Background: an optimization exercise with open tools, aiming at small area. Do not read the settings as production practice.
Function was checked by simulation only, so behaviour that the tests miss may differ from the original.
Power is estimated from default activity; no workload was simulated.

==> flow/design.v <==
package pcs_line_pkg;
	localparam int PAYLOAD_W = 64;
	localparam logic [1:0] SYNC_DATA = 2'b01;
	localparam logic [1:0] SYNC_CTRL = 2'b10;
	localparam logic [6:0] CODE_IDLE  = 7'h00;
	localparam logic [6:0] CODE_ERROR = 7'h1E;
	typedef enum logic [7:0] {
		BT_IDLE   = 8'h1E,
		BT_START0 = 8'h78,
		BT_START4 = 8'h33,
		BT_TERM0  = 8'h87,
		BT_TERM1  = 8'h99,
		BT_TERM2  = 8'hAA,
		BT_TERM3  = 8'hB4,
		BT_TERM4  = 8'hCC,
		BT_TERM5  = 8'hD2,
		BT_TERM6  = 8'hE1,
		BT_TERM7  = 8'hFF
	} block_type_e;
	typedef struct packed {
		logic [1:0]           sync;
		logic [PAYLOAD_W-1:0] payload;
	} pcs_block_t;
	localparam pcs_block_t BLOCK_IDLE = {SYNC_CTRL, 56'h0, BT_IDLE};
	localparam int LOCK_GOOD_CNT = 64;
	localparam int LOCK_BAD_CNT  = 16;
	localparam int LOCK_WIN      = 64;
	localparam int LOCK_GOOD_W   = $clog2(LOCK_GOOD_CNT);
	localparam int LOCK_BAD_W    = $clog2(LOCK_BAD_CNT);
	localparam int LOCK_WIN_W    = $clog2(LOCK_WIN);
	localparam int SCR_W   = 58;
	localparam int SCR_TAP = 39;
endpackage
package pcs_word_pkg;
	localparam int DATA_W  = 64;
	localparam int KEEP_W  = DATA_W/8;
	localparam int START_W = 2;
	typedef struct packed {
		logic               ctrl;
		logic               idle;
		logic [START_W-1:0] start;
		logic               term;
		logic               err;
		logic [KEEP_W-1:0]  keep;
		logic [DATA_W-1:0]  data;
	} pcs_word_t;
	localparam pcs_word_t WORD_IDLE = {1'b1, 1'b1, {START_W{1'b0}}, 1'b0,
		1'b0, {KEEP_W{1'b0}}, {DATA_W{1'b0}}};
	localparam pcs_word_t WORD_ERR  = {1'b1, 1'b0, {START_W{1'b0}}, 1'b0,
		1'b1, {KEEP_W{1'b0}}, {DATA_W{1'b0}}};
endpackage
`timescale 1ns/1ps
import pcs_line_pkg::*;
module pcs_block_lock (
	input  logic       tx_par_clk,
	input  logic       nreset,
	input  logic       serdes_lock_i,
	input  logic [1:0] sync_i,
	output logic       hdr_ok_o,
	output logic       lock_d_o,
	output logic       lock_o
);
logic                  state_q;
logic                  state_d;
logic [LOCK_WIN_W-1:0] cnt_q;
logic [LOCK_BAD_W-1:0] bad_q;
logic                  hdr_valid;
logic                  cnt_end;
logic                  lose;
assign hdr_valid = sync_i[1] ^ sync_i[0];
assign cnt_end   = (cnt_q == LOCK_WIN_W'(LOCK_WIN - 1));
assign lose      = !hdr_valid && (bad_q == LOCK_BAD_W'(LOCK_BAD_CNT - 1));
always_comb begin
	if (!nreset || !serdes_lock_i)
		state_d = 1'b0;
	else if (state_q)
		state_d = !lose;
	else
		state_d = hdr_valid && cnt_end;
end
always_ff @(posedge tx_par_clk) begin
	state_q <= state_d;
	if (!nreset || !serdes_lock_i)
		cnt_q <= '0;
	else if (state_q ? lose : !hdr_valid)
		cnt_q <= '0;
	else
		cnt_q <= cnt_q + 1'b1;
	if (!state_q || cnt_end)
		bad_q <= '0;
	else if (!hdr_valid)
		bad_q <= bad_q + 1'b1;
end
assign hdr_ok_o = hdr_valid;
assign lock_d_o = state_d;
assign lock_o   = state_q;
endmodule
`timescale 1ns/1ps
import pcs_line_pkg::*;
module pcs_descrambler (
	input  logic                 tx_par_clk,
	input  logic [PAYLOAD_W-1:0] payload_i,
	output logic [PAYLOAD_W-1:0] plain_o
);
logic [SCR_W-1:0]           state_q;
logic [SCR_W+PAYLOAD_W-1:0] ext;
always_comb begin
	ext = {payload_i, state_q};
	for (int i = 0; i < PAYLOAD_W; i++)
		plain_o[i] = ext[SCR_W+i] ^ ext[SCR_W-SCR_TAP+i] ^ ext[i];
end
always_ff @(posedge tx_par_clk)
	state_q <= payload_i[PAYLOAD_W-1 -: SCR_W];
endmodule
`timescale 1ns/1ps
import pcs_line_pkg::*;
module pcs_decoder (
	input  logic                 tx_par_clk,
	input  logic                 lock_i,
	input  logic                 hdr_ok_i,
	input  logic [1:0]           sync_i,
	input  logic [PAYLOAD_W-1:0] plain_i,
	output logic                 ctrl_o,
	output logic [PAYLOAD_W-1:0] payload_o
);
localparam logic [PAYLOAD_W-1:0] P_IDLE = {56'h0, BT_IDLE};
localparam logic [PAYLOAD_W-1:0] P_ERR  = {{8{CODE_ERROR}}, BT_IDLE};
logic [7:0]           btype;
logic                 ok;
logic [6:0]           keep;
logic                 ctrl_d;
logic [PAYLOAD_W-1:0] payload_d;
logic                 ctrl_q;
logic [PAYLOAD_W-1:0] payload_q;
assign btype = plain_i[7:0];
always_comb begin
	ok   = 1'b1;
	keep = 7'h7F;
	if (sync_i != SYNC_DATA) begin
		case (btype)
			BT_IDLE:   ok = (plain_i[63:8] == 56'h0);
			BT_START0: keep = 7'h7F;
			BT_START4: keep = 7'h70;
			BT_TERM0:  keep = 7'h00;
			BT_TERM1:  keep = 7'h01;
			BT_TERM2:  keep = 7'h03;
			BT_TERM3:  keep = 7'h07;
			BT_TERM4:  keep = 7'h0F;
			BT_TERM5:  keep = 7'h1F;
			BT_TERM6:  keep = 7'h3F;
			BT_TERM7:  keep = 7'h7F;
			default:   ok = 1'b0;
		endcase
	end
end
always_comb begin
	ctrl_d = 1'b1;
	if (!lock_i) begin
		payload_d = P_IDLE;
	end else if (!hdr_ok_i || !ok) begin
		payload_d = P_ERR;
	end else begin
		ctrl_d    = (sync_i != SYNC_DATA);
		payload_d = plain_i;
		for (int k = 1; k < 8; k++)
			if (!keep[k-1])
				payload_d[8*k +: 8] = 8'h00;
	end
end
always_ff @(posedge tx_par_clk) begin
	ctrl_q    <= ctrl_d;
	payload_q <= payload_d;
end
assign ctrl_o    = ctrl_q;
assign payload_o = payload_q;
endmodule
`timescale 1ns/1ps
import pcs_line_pkg::*;
module pcs_rx (
	input  logic                 tx_par_clk,
	input  logic                 nreset,
	input  logic                 serdes_lock_i,
	input  logic [65:0]          serdes_block_i,
	output logic                 lock_o,
	output logic                 ctrl_o,
	output logic [PAYLOAD_W-1:0] payload_o
);
logic                 hdr_ok;
logic                 lock_d;
logic [PAYLOAD_W-1:0] plain;
pcs_block_lock u_block_lock (
	.tx_par_clk    (tx_par_clk),
	.nreset        (nreset),
	.serdes_lock_i (serdes_lock_i),
	.sync_i        (serdes_block_i[65:64]),
	.hdr_ok_o      (hdr_ok),
	.lock_d_o      (lock_d),
	.lock_o        (lock_o)
);
pcs_descrambler u_descrambler (
	.tx_par_clk (tx_par_clk),
	.payload_i  (serdes_block_i[63:0]),
	.plain_o    (plain)
);
pcs_decoder u_decoder (
	.tx_par_clk (tx_par_clk),
	.lock_i     (lock_d),
	.hdr_ok_i   (hdr_ok),
	.sync_i     (serdes_block_i[65:64]),
	.plain_i    (plain),
	.ctrl_o     (ctrl_o),
	.payload_o  (payload_o)
);
endmodule
`timescale 1ns/1ps
import pcs_line_pkg::*;
module pcs_tx (
	input  logic                 tx_par_clk,
	input  logic                 nreset,
	input  logic                 ctrl_i,
	input  logic [PAYLOAD_W-1:0] payload_i,
	output logic [65:0]          serdes_block_o
);
logic                       out_data_q;
logic [PAYLOAD_W-1:0]       out_q;
logic [SCR_W+PAYLOAD_W-1:0] ext;
always_comb begin
	ext = {{PAYLOAD_W{1'b0}}, out_q[PAYLOAD_W-1 -: SCR_W]};
	for (int i = 0; i < PAYLOAD_W; i++)
		ext[SCR_W+i] = payload_i[i] ^ ext[SCR_W-SCR_TAP+i] ^ ext[i];
end
always_ff @(posedge tx_par_clk) begin
	if (!nreset) begin
		out_data_q <= 1'b0;
		out_q      <= BLOCK_IDLE[63:0];
	end else begin
		out_data_q <= !ctrl_i;
		out_q      <= ext[SCR_W +: PAYLOAD_W];
	end
end
assign serdes_block_o = {!out_data_q, out_data_q, out_q};
endmodule
`timescale 1ns/1ps
import pcs_line_pkg::*;
module pcs_10g_loopback (
	input  logic        tx_par_clk,
	input  logic        nreset,
	input  logic        rx_locked_i,
	input  logic [65:0] rx_par_data_i,
	output logic        rx_block_lock_o,
	output logic [65:0] tx_par_data_o
);
logic                 rx_ctrl;
logic [PAYLOAD_W-1:0] rx_payload;
logic [2:0]           dl_ctrl_q;
logic [PAYLOAD_W-1:0] dl1_q;
logic [PAYLOAD_W-1:0] dl2_q;
logic [PAYLOAD_W-1:0] dl3_q;
logic                 tx_nreset_q1;
logic                 tx_nreset_q2;
logic                 tx_nreset;
pcs_rx u_pcs_rx (
	.tx_par_clk     (tx_par_clk),
	.nreset         (nreset),
	.serdes_lock_i  (rx_locked_i),
	.serdes_block_i (rx_par_data_i),
	.lock_o         (rx_block_lock_o),
	.ctrl_o         (rx_ctrl),
	.payload_o      (rx_payload)
);
always_ff @(posedge tx_par_clk) begin
	if (!nreset) begin
		tx_nreset_q1 <= 1'b0;
		tx_nreset_q2 <= 1'b0;
		tx_nreset    <= 1'b0;
	end else begin
		tx_nreset_q1 <= 1'b1;
		tx_nreset_q2 <= tx_nreset_q1;
		tx_nreset    <= tx_nreset_q2;
	end
end
always_ff @(posedge tx_par_clk) begin
	dl_ctrl_q <= {dl_ctrl_q[1:0], rx_ctrl};
	dl1_q     <= rx_payload;
	dl2_q     <= dl1_q;
	dl3_q     <= dl2_q;
end
pcs_tx u_pcs_tx (
	.tx_par_clk     (tx_par_clk),
	.nreset         (tx_nreset),
	.ctrl_i         (dl_ctrl_q[2]),
	.payload_i      (dl3_q),
	.serdes_block_o (tx_par_data_o)
);
endmodule
export LEC_CHECK = 0
export CAP_MARGIN = 20
export CORE_MARGIN = 2
export CORE_UTILIZATION = 40
export SLEW_MARGIN = 20
create_clock -name core_clock -period 6.4 [get_ports {tx_par_clk}]
standard.sh (not shown) runs the stock make flow with config.mk's settings and CLKGATE_MAP_FILE= SYNTH_SCRIPT=/design/flow/synth_recipe.tcl, a recipe that flattens the netlist after the stock synthesis.
==> flow/flow/run.sh <==
#!/bin/bash
# layout flow: the standard flow with an area-oriented ABC mapping script,
# single-drive port buffers and a clock tree without dummy loads.
set -euo pipefail
export MY_ABC_SCRIPT=$PWD/flow/area.abc
{ echo 'proc abc {args} { set i [lsearch $args -script]; lset args [expr {$i+1}] $::env(MY_ABC_SCRIPT); yosys abc {*}$args }'; cat synth_recipe.tcl; } > my_synth.tcl
sed "s#SYNTH_SCRIPT=[^ ]*#SYNTH_SCRIPT=$PWD/my_synth.tcl#" standard.sh > my_standard.sh
export BUFFER_PORTS_ARGS="-buffer_cell sky130_fd_sc_hd__buf_1"
export CTS_ARGS="-sink_clustering_enable -repair_clock_nets -dont_use_dummy_load -buf_list sky130_fd_sc_hd__clkbuf_16 -sink_clustering_size 30 -sink_clustering_max_diameter 100"
bash my_standard.sh > standard.log 2>&1
==> flow/flow/area.abc <==
strash
dch -f
map -a -B 0.5
The starting point finished with timing, DRC and antenna clean.
Rerun with:
==> flow/run.sh (new file) <==
#!/bin/bash
# synth_recipe.tcl (not shown) runs the flow's synth.tcl, then flattens the netlist and writes it again
# the make line also repeats each setting of config.mk as NAME=value (left out here)
make -C /OpenROAD-flow-scripts/flow DESIGN_CONFIG=/design/flow/config.mk WORK_HOME=/design/flow/orfs CLKGATE_MAP_FILE= SYNTH_SCRIPT=/design/flow/synth_recipe.tcl finish
removed: flow/flow/run.sh
removed: flow/flow/area.abc
removed: flow/standard.sh
Result: Sequential cell count stays the same. Count of clock-buffer cells in the layout climbs by 35. Design area climbs by 19%. Die area climbs by 5.2%. Clock skew drops by 0.023 ns.
Rerun with:
==> flow/flow/run.sh (new file) <==
#!/bin/bash
# layout flow: the standard flow with an area-oriented ABC mapping script,
# single-drive port buffers and a clock tree without dummy loads.
set -euo pipefail
export MY_ABC_SCRIPT=$PWD/flow/area.abc
{ echo 'proc abc {args} { set i [lsearch $args -script]; lset args [expr {$i+1}] $::env(MY_ABC_SCRIPT); yosys abc {*}$args }'; cat synth_recipe.tcl; } > my_synth.tcl
sed "s#SYNTH_SCRIPT=[^ ]*#SYNTH_SCRIPT=$PWD/my_synth.tcl#" standard.sh > my_standard.sh
export BUFFER_PORTS_ARGS="-buffer_cell sky130_fd_sc_hd__buf_1"
export CTS_ARGS="-sink_clustering_enable -repair_clock_nets -dont_use_dummy_load -buf_list sky130_fd_sc_hd__clkbuf_8 -sink_clustering_size 16 -sink_clustering_max_diameter 80"
bash my_standard.sh > standard.log 2>&1
==> flow/flow/area.abc (new file) <==
strash
dch -f
map -a -B 0.5
==> flow/standard.sh (new file) <==
#!/bin/bash
# synth_recipe.tcl (not shown) runs the flow's synth.tcl, then flattens the netlist and writes it again
# the make line also repeats each setting of config.mk as NAME=value (left out here)
make -C /OpenROAD-flow-scripts/flow DESIGN_CONFIG=/design/flow/config.mk WORK_HOME=/design/flow/orfs CLKGATE_MAP_FILE= SYNTH_SCRIPT=/design/flow/synth_recipe.tcl "${@:-finish}"
removed: flow/run.sh
What happened: The changed run completed without violations; non-clock buffer count climbs by 2; cell area drops by about 16%; via count climbs by 0.90%; sequential power hardly moves.
Rerun with:
==> flow/flow/run.sh (replaced) <==
#!/bin/bash
# layout flow: the standard flow, with smaller port buffers and no CTS dummy loads.
cp standard.sh standard.sh.txt
cp config.mk config.mk.txt
export BUFFER_PORTS_ARGS="-buffer_cell sky130_fd_sc_hd__buf_1"
export CTS_ARGS="-sink_clustering_enable -repair_clock_nets -dont_use_dummy_load -buf_list sky130_fd_sc_hd__clkbuf_8"
bash standard.sh > standard.log 2>&1
--- a/flow/config.mk
+++ b/flow/config.mk
@@ -7,2 +7,3 @@
 export LEC_CHECK = 0
+export ABC_AREA = 1
 export CAP_MARGIN = 20
@@ -10,2 +11,3 @@
 export CORE_UTILIZATION = 40
+export CTS_BUF_LIST = sky130_fd_sc_hd__clkbuf_8
 export SLEW_MARGIN = 20
removed: flow/flow/area.abc
What happened: First-iteration DRC count is higher by 110%; count of clock-buffer cells in the layout is higher by 33; synthesized cell count is higher by 55%; cell count is higher by 43%.

* * *

Another version of the RTL of pcs_10g_loopback (not shown whole).
Size in the first run: roughly 950 cells after synthesis, roughly 12,000 um^2 of cells after synthesis.
Settings: LEC_CHECK=0, CAP_MARGIN=20, CORE_MARGIN=2, CORE_UTILIZATION=70, PLACE_DENSITY=0.8, SLEW_MARGIN=20; clock period 6.4 ns.
==> flow/flow/run.sh <==
#!/bin/bash
# layout flow: the standard flow with an area-oriented ABC script (deepsyn, then
# area mapping twice) and no
# half-adder extraction, a
# peephole pass that folds inverters into xor/xnor cells, single-drive port
# buffers and a clock tree without dummy loads.
set -euo pipefail
export MY_ABC_SCRIPT=$PWD/flow/area.abc
# the synthesis script: ABC with flow/area.abc, and no half-adder extraction.
{ echo 'proc abc {args} { set i [lsearch $args -script]; lset args [expr {$i+1}] $::env(MY_ABC_SCRIPT); yosys abc {*}$args }'
  echo 'proc extract_fa {args} {}'
  cat synth_recipe.tcl; } > my_synth.tcl
sed "s#SYNTH_SCRIPT=[^ ]*#SYNTH_SCRIPT=$PWD/my_synth.tcl#" standard.sh > my_standard.sh
export BUFFER_PORTS_ARGS="-buffer_cell sky130_fd_sc_hd__buf_1"
export CTS_ARGS="-sink_clustering_enable -repair_clock_nets -dont_use_dummy_load -buf_list sky130_fd_sc_hd__buf_4 -sink_clustering_size 10 -sink_clustering_max_diameter 60"
RES=$PWD/orfs/results/sky130hd/pcs_10g_loopback/base
bash my_standard.sh $RES/1_2_yosys.v > synth.log 2>&1
cp $RES/1_2_yosys.v $RES/1_2_yosys.abc.v
python3 flow/peephole.py $RES/1_2_yosys.abc.v $RES/1_2_yosys.v > peephole.log 2>&1
bash my_standard.sh > standard.log 2>&1
Other scripts of this flow, unchanged in this note and not shown: flow/flow/area.abc, flow/flow/peephole.py
The starting point passed the timing, design-rule and antenna checks.
Edit:
Settings changed: CORE_UTILIZATION 70 to 55, PLACE_DENSITY 0.8 to not set.
What happened:
- The changed run went through all stages and came out clean
- synthesized cell count stays the same
- die area increases by 26%
- synthesized area stays the same
- register-to-register slack gains 0.06 ns
- fmax is lower by 1.1%
- hold slack gets better by 0.024 ns
Edit:
--- a/flow/flow/run.sh
+++ b/flow/flow/run.sh
@@ -14,3 +14,3 @@
 export BUFFER_PORTS_ARGS="-buffer_cell sky130_fd_sc_hd__buf_1"
-export CTS_ARGS="-sink_clustering_enable -repair_clock_nets -dont_use_dummy_load -buf_list sky130_fd_sc_hd__buf_4 -sink_clustering_size 10 -sink_clustering_max_diameter 60"
+export CTS_ARGS="-sink_clustering_enable -repair_clock_nets -dont_use_dummy_load -buf_list sky130_fd_sc_hd__buf_4 -sink_clustering_size 12 -sink_clustering_max_diameter 60"
 RES=$PWD/orfs/results/sky130hd/pcs_10g_loopback/base
Settings changed: CORE_UTILIZATION 55 to 80, PLACE_DENSITY set to 0.9.
Total power shrinks by 1.4%.
First-iteration DRC count came out higher by 26%.
Cell area came out lower by 1.6%.
Via count went up by 9.2%.
Combinational power goes up by about 2%.
Clock skew climbs by 0.010 ns.

-- afterwards: timing with drivers on the ports --
The results above use ideal ports. As a check the final layouts listed here were re-extracted and re-timed, cells and wires unchanged. Step 1 sets driving cells, clkbuf_16 on the clock port and buf_2 on the other inputs (assumed; they add their load-dependent delay and slew). Step 2 also shifts input and output timing later by t, the mid clock arrival at the registers, as if the neighbouring blocks saw the same clock. Three values: ideal, step 1, step 2; two values: the first two.
run | shift t [ns] | setup slack, ns | hold WS [ns] | worst register clock-pin slew, ns
the first run of note 1 | 0.536 | 2.425 / 2.451 / 1.915 | 0.310 / 0.310 / 0.310 | 0.10 / 0.10
the second run of note 1 | 0.562 | 1.916 / 1.940 / 1.378 | 0.317 / 0.317 / 0.317 | 0.06 / 0.06
the third run of note 1 | 0.611 | 2.499 / 2.522 / 1.911 | 0.310 / 0.310 / 0.310 | 0.11 / 0.11
the fourth run of note 1 | 0.629 | 2.881 / 2.907 / 2.278 | 0.279 / 0.279 / 0.279 | 0.06 / 0.06
the first run of note 2 | 0.561 | 1.535 / 1.538 / 0.977 | 0.276 / 0.276 / 0.276 | 0.10 / 0.10
the second run of note 2 | 0.583 | 1.481 / 1.488 / 0.905 | 0.300 / 0.300 / 0.300 | 0.11 / 0.11
the third run of note 2 | 0.585 | 1.342 / 1.344 / 0.759 | 0.291 / 0.291 / 0.291 | 0.12 / 0.12
After both steps every run listed still meets setup and hold. The setup slack of the fourth run of note 1, which loses most, moves by +0.026 ns with the drivers and by -0.603 ns with both steps.
